Context: an optimization exercise on an open-source flow, tuned for small area. The choices shown serve that exercise and are no tape-out recipe.
Where RTL was checked, it was by simulation tests only, not by an equivalence proof against the original.

==> build 75 <==
## fir_tap_top
module fir_tap_top (
    input  wire         clk_i,
    input  wire         rst_i,
    input  fir_tap_pkg::tap_sample_t sample_i,
    input  fir_tap_pkg::coeff_ctrl_t coeff_ctrl_i,
    input  fir_tap_pkg::acc_t        c_i,
    input  fir_tap_pkg::acc_t        pcin_i,
    output fir_tap_pkg::acc_t        p_o
);
clock: 7.0 ns
lec_check: 0
cap_margin: 20
core_margin: 2
core_utilization: 40
slew_margin: 20
run.sh (not shown) runs the stock make flow with config.mk's settings and CLKGATE_MAP_FILE= SYNTH_SCRIPT=/design/flow/synth_recipe.tcl, a recipe that flattens the netlist after the stock synthesis.
==> build 26: changes against build 75 <==
==> flow/flow/run.sh (new file) <==
#!/bin/bash
# Own layout flow: the standard ORFS flow, with
#  - synthesis mapped by ABC for area (flow/abc.script) instead of ORFS's delay script;
#    everything else in synthesis, and so every register, is as in the standard synthesis
#  - port buffers of the smallest buffer cell, and no dummy clock-tree loads.
# Each step's full output is in orfs/logs/; make's own output in flow_*.log here.
set -euo pipefail
W=$(pwd)
F=$W/flow
export MY_ABC_SCRIPT=$F/abc.script
SYNTH="SYNTH_SCRIPT=$F/synth.tcl"
KNOBS=(ABC_AREA=1 ABC_CLOCK_PERIOD_IN_PS=7000
       "BUFFER_PORTS_ARGS=-buffer_cell sky130_fd_sc_hd__buf_1"
       "CTS_ARGS=-sink_clustering_enable -repair_clock_nets -dont_use_dummy_load")
if [[ -f $F/knobs.sh ]]; then source $F/knobs.sh; fi
make -C "$FLOW_HOME" DESIGN_CONFIG="$W/config.mk" WORK_HOME="$W/orfs" CLKGATE_MAP_FILE= \
  "$SYNTH" "${KNOBS[@]}" synth > "$W/flow_synth.log" 2>&1
make -C "$FLOW_HOME" DESIGN_CONFIG="$W/config.mk" WORK_HOME="$W/orfs" CLKGATE_MAP_FILE= \
  "$SYNTH" "${KNOBS[@]}" finish > "$W/flow_finish.log" 2>&1
R=$W/orfs/results/$FLOW_PLATFORM/fir_tap_top/base
: # left out here: write the final layout as DEF
==> flow/flow/abc.script (new file) <==
strash; dch; map -a; topo; stime -c
==> flow/flow/synth.tcl (new file) <==
proc synth {args} { yosys synth -nofsm -noshare {*}$args }
proc abc {args} {
  set i [lsearch -exact $args -script]
  if {$i >= 0 && [info exists ::env(MY_ABC_SCRIPT)]} {
    set args [lreplace $args [expr {$i + 1}] [expr {$i + 1}] $::env(MY_ABC_SCRIPT)]
  }
  yosys abc {*}$args
}
source $::env(SCRIPTS_DIR)/synth.tcl
# left out here: clear keep_hierarchy, flatten, clean up, hide names made inside functions, write 1_2_yosys.v
==> flow/standard.sh (new file) <==
#!/bin/bash
# synth_recipe.tcl (not shown) runs the flow's synth.tcl, then flattens the netlist and writes it again
# the make line also repeats each setting of config.mk as NAME=value (left out here)
make -C /OpenROAD-flow-scripts/flow DESIGN_CONFIG=/design/flow/config.mk WORK_HOME=/design/flow/orfs CLKGATE_MAP_FILE= SYNTH_SCRIPT=/design/flow/synth_recipe.tcl "${@:-finish}"
removed: flow/run.sh
==> flow_metrics.tcl <==
set metrics [dict create \
    status "finished clean" \
    crit_top_cell "fa_1" \
    synth_xor_area_frac 0.04008 \
    instances_no_fill 4496 \
    syn_nets 4068 \
    hpwl_microns 63960 \
    grt_use_met1 0.3311 \
    worst_ep_arrival_time_ns 7.20 \
    worstHoldStart "i_mult_path.mac_q[13]" \
    dr.pass1.iters 5 \
    dp_cells 4438 \
    finalWirelength_microns 82010 \
    required_ns 7.55 \
    die_height_microns 266.4 \
]
That was build 75.
==> flow_metrics.tcl <==
set metrics [dict create \
    synth_xor_area_frac 0.1107 \
    worstHoldStart "i_mult_path.mac_q[9]" \
    required_ns 7.40 \
    die_height_microns 246.0 \
    dr.pass1.iters 6 \
    layout.nonclk_buf_frac 0.05383 \
    finalWirelength_microns 72090 \
    multi_input_area_sq_um 15700 \
    hpwl_microns 57950 \
    grt_use_met1 0.3052 \
    hold_path_end "i_post_adder.mac_q[9]" \
    grt_use_total 0.2400 \
    clkCellAreaFrac 0.03189 \
    syn_nets 3455 \
    worst_ep_arrival_time_ns 6.75 \
    status "finished clean" \
]
That was build 26.


==> v35 <==
Another version of the RTL of fir_tap_top (not shown whole).
==> module fir_tap_booth_enc, before the edit <==
module fir_tap_booth_enc (
    input  wire [17:0] w_i,
    output wire [8:0]  one_o,
    output wire [8:0]  two_o,
    output wire [8:0]  neg_o
);
    wire [18:0] wb = {w_i, 1'b0};
    genvar j;
    generate
        for (j = 0; j < 9; j++) begin : g_digit
            assign one_o[j] = wb[2*j+1] ^ wb[2*j];
            assign two_o[j] = (wb[2*j+2] ^ wb[2*j+1]) & ~(wb[2*j+1] ^ wb[2*j]);
            assign neg_o[j] = wb[2*j+2];
        end
    endgenerate
endmodule
==> module fir_tap_post_adder, before the edit <==
module fir_tap_post_adder (
    input  wire      clk_i,
    input  wire      rst_i,
    input  fir_tap_pkg::acc_t     mac_i,
    input  fir_tap_pkg::acc_t     pcin_i,
    output fir_tap_pkg::acc_t     p_o
);
    logic [1:0]        valid_q;
    fir_tap_pkg::acc_t mac_q;
    always_ff @(posedge clk_i) begin
        if (rst_i) begin
            valid_q <= '0;
        end else begin
            valid_q <= {valid_q[0], 1'b1};
        end
    end
    always_ff @(posedge clk_i) begin
        if (rst_i || !valid_q[1]) begin
            mac_q <= '0;
        end else begin
            mac_q <= mac_i;
        end
    end
    fir_tap_pkg::acc_t sum;
    fir_tap_pkg::acc_t p_q;
    fir_tap_add48 i_add (
        .a (mac_q),
        .b (pcin_i),
        .s (sum)
    );
    always_ff @(posedge clk_i) begin
        if (rst_i) begin
            p_q <= '0;
        end else begin
            p_q <= sum;
        end
    end
    assign p_o = p_q;
endmodule
clock: 7.0 ns
lec_check: 0
cap_margin: 20
core_margin: 2
core_utilization: 40
slew_margin: 20
standard.sh (not shown) runs the stock make flow with config.mk's settings and CLKGATE_MAP_FILE= SYNTH_SCRIPT=/design/flow/synth_recipe.tcl, a recipe that flattens the netlist after the stock synthesis.
==> flow/flow/run.sh <==
#!/bin/bash
# Own layout flow: the standard ORFS flow, with
#  - synthesis mapped by ABC for area (flow/abc.script) instead of ORFS's delay script;
#    everything else in synthesis, and so every register, is as in the standard synthesis
#  - port buffers of the smallest buffer cell, and no dummy clock-tree loads.
# Each step's full output is in orfs/logs/; make's own output in flow_*.log here.
set -euo pipefail
W=$(pwd)
F=$W/flow
export MY_ABC_SCRIPT=$F/abc.script
SYNTH="SYNTH_SCRIPT=$F/synth.tcl"
KNOBS=(ABC_AREA=1 ABC_CLOCK_PERIOD_IN_PS=7000
       "BUFFER_PORTS_ARGS=-buffer_cell sky130_fd_sc_hd__buf_1"
       "CTS_ARGS=-sink_clustering_enable -repair_clock_nets -dont_use_dummy_load")
if [[ -f $F/knobs.sh ]]; then source $F/knobs.sh; fi
make -C "$FLOW_HOME" DESIGN_CONFIG="$W/config.mk" WORK_HOME="$W/orfs" CLKGATE_MAP_FILE= \
  "$SYNTH" "${KNOBS[@]}" synth > "$W/flow_synth.log" 2>&1
make -C "$FLOW_HOME" DESIGN_CONFIG="$W/config.mk" WORK_HOME="$W/orfs" CLKGATE_MAP_FILE= \
  "$SYNTH" "${KNOBS[@]}" finish > "$W/flow_finish.log" 2>&1
R=$W/orfs/results/$FLOW_PLATFORM/fir_tap_top/base
: # left out here: write the final layout as DEF
==> flow/flow/abc.script <==
strash; dch; map -a; topo; stime -c
==> flow/flow/knobs.sh <==
KNOBS=(ABC_AREA=1 ABC_CLOCK_PERIOD_IN_PS=7000
       "BUFFER_PORTS_ARGS=-buffer_cell sky130_fd_sc_hd__buf_1"
       "CTS_ARGS=-sink_clustering_enable -repair_clock_nets -dont_use_dummy_load -sink_clustering_size 16 -sink_clustering_max_diameter 60 -buf_list {sky130_fd_sc_hd__clkbuf_8}"
       GPL_TIMING_DRIVEN=0)
KNOBS+=(RECOVER_POWER=100)
==> flow/flow/synth.tcl <==
proc synth {args} { yosys synth -nofsm -noshare -noabc {*}$args }
proc abc {args} {
  set i [lsearch -exact $args -script]
  if {$i >= 0 && [info exists ::env(MY_ABC_SCRIPT)]} {
    set args [lreplace $args [expr {$i + 1}] [expr {$i + 1}] $::env(MY_ABC_SCRIPT)]
  }
  yosys abc {*}$args
}
source $::env(SCRIPTS_DIR)/synth.tcl
# left out here: clear keep_hierarchy, flatten, clean up, hide names made inside functions, write 1_2_yosys.v
==> v13 (differences from v35) <==
--- a/flow/design.v
+++ b/flow/design.v
@@ -657,7 +657,7 @@
     generate
         for (j = 0; j < 9; j++) begin : g_digit
             assign one_o[j] = wb[2*j+1] ^ wb[2*j];
-            assign two_o[j] = (wb[2*j+2] ^ wb[2*j+1]) & ~(wb[2*j+1] ^ wb[2*j]);
+            assign two_o[j] = (wb[2*j+2] & ~wb[2*j+1] & ~wb[2*j]) | (~wb[2*j+2] & wb[2*j+1] & wb[2*j]);
             assign neg_o[j] = wb[2*j+2];
         end
     endgenerate
@@ -962,26 +962,24 @@
     input  fir_tap_pkg::acc_t     pcin_i,
     output fir_tap_pkg::acc_t     p_o
 );
-    logic [1:0]        valid_q;
     fir_tap_pkg::acc_t mac_q;
+    logic [2:0]        valid_q;
     always_ff @(posedge clk_i) begin
-        if (rst_i) begin
-            valid_q <= '0;
-        end else begin
-            valid_q <= {valid_q[0], 1'b1};
-        end
+        mac_q <= mac_i;
     end
     always_ff @(posedge clk_i) begin
-        if (rst_i || !valid_q[1]) begin
-            mac_q <= '0;
+        if (rst_i) begin
+            valid_q <= '0;
         end else begin
-            mac_q <= mac_i;
+            valid_q <= {valid_q[1:0], 1'b1};
         end
     end
+    fir_tap_pkg::acc_t mac_masked;
     fir_tap_pkg::acc_t sum;
     fir_tap_pkg::acc_t p_q;
+    assign mac_masked = valid_q[2] ? mac_q : '0;
     fir_tap_add48 i_add (
-        .a (mac_q),
+        .a (mac_masked),
         .b (pcin_i),
         .s (sum)
     );
==> flow/flow/knobs.sh (replaced) <==
KNOBS=(ABC_AREA=1 ABC_CLOCK_PERIOD_IN_PS=7000
       "BUFFER_PORTS_ARGS=-buffer_cell sky130_fd_sc_hd__buf_1"
       "CTS_ARGS=-sink_clustering_enable -repair_clock_nets -dont_use_dummy_load -sink_clustering_size 16 -sink_clustering_max_diameter 60 -buf_list {sky130_fd_sc_hd__clkbuf_8}"
       GPL_TIMING_DRIVEN=0)
==> comparison <==
v35 produced a layout that fails on capacitance limit, slew limit. v13 finished clean. Sequential share of layout area: v13 is higher than v35 (0.099 points). Count of clock-buffer cells in the layout is the same in v13 and v35. Via count is about the same in v13 and v35. In area after synthesis, v13 and v35 hardly differ. Critical path depth is the same in v13 and v35. In die area, v35 and v13 hardly differ.
==> figures <==
quantity                                                        v13                            v35
Result of the run                                    finished clean                failed layout checks
Layout check failures                                             -  capacitance limit, slew limit
Inserted Diodes                                                   1                              0
Number of cells in the design after placement                 2,803                          2,795
Relative area change from synthesis to final layout           14.7%                          14.8%
Met3 usage in global routing                                  5.10%                          4.78%
Clock latency on the worst-skew pair                         650 ps                         640 ps
Layout cells sized above 1                                    7.91%                          8.20%
Worst setup timing slack at the placement stage            -1430 ps                       -1480 ps
Global-route met1 utilization                                 27.0%                          26.2%
Met2 WL post-DR                                             25.8 mm                        25.8 mm
Filler Cell Count                                             4,760                          4,770
Final std cells w/o fill                                      2,872                          2,867
Area share of and/or/nand/nor cells after synthesis           5.03%                          4.71%
Final Wtd Congestion                                          0.870                          0.865
For v35, only the layout was checked, not whether the RTL still works.

re-timing with driven ports:
In the flow no input, the clock included, has a driving cell. The finished layouts below were timed again as built, in two steps. Step 1: set_driving_cell puts a clkbuf_16 on clk_i and a buf_2 on each other input, an assumption about the parent block. Step 2, shift: input delay + t, output delay - t, t = (earliest + latest rising clock arrival at the registers) / 2. This alone moves slack from input paths to output paths. a / b / c = ideal ports / drivers / drivers and shift; a / b = the first two.
run	shift t [ns]	slack for setup (ns)	clock arrival spread, ns	worst slew at a driven data input, ns
build 75	0.681	0.352 / 0.352 / 0.352	0.019 / 0.019	0.08
build 26	0.582	0.649 / 0.649 / 0.649	0.032 / 0.032	0.06
v35	0.668	0.262 / 0.262 / -0.082	0.057 / 0.057	0.07
v13	0.668	0.271 / 0.271 / -0.145	0.075 / 0.075	0.07
For v13, which loses most, drivers alone change the setup slack by 0.000 ns; drivers and shift together by -0.416 ns.
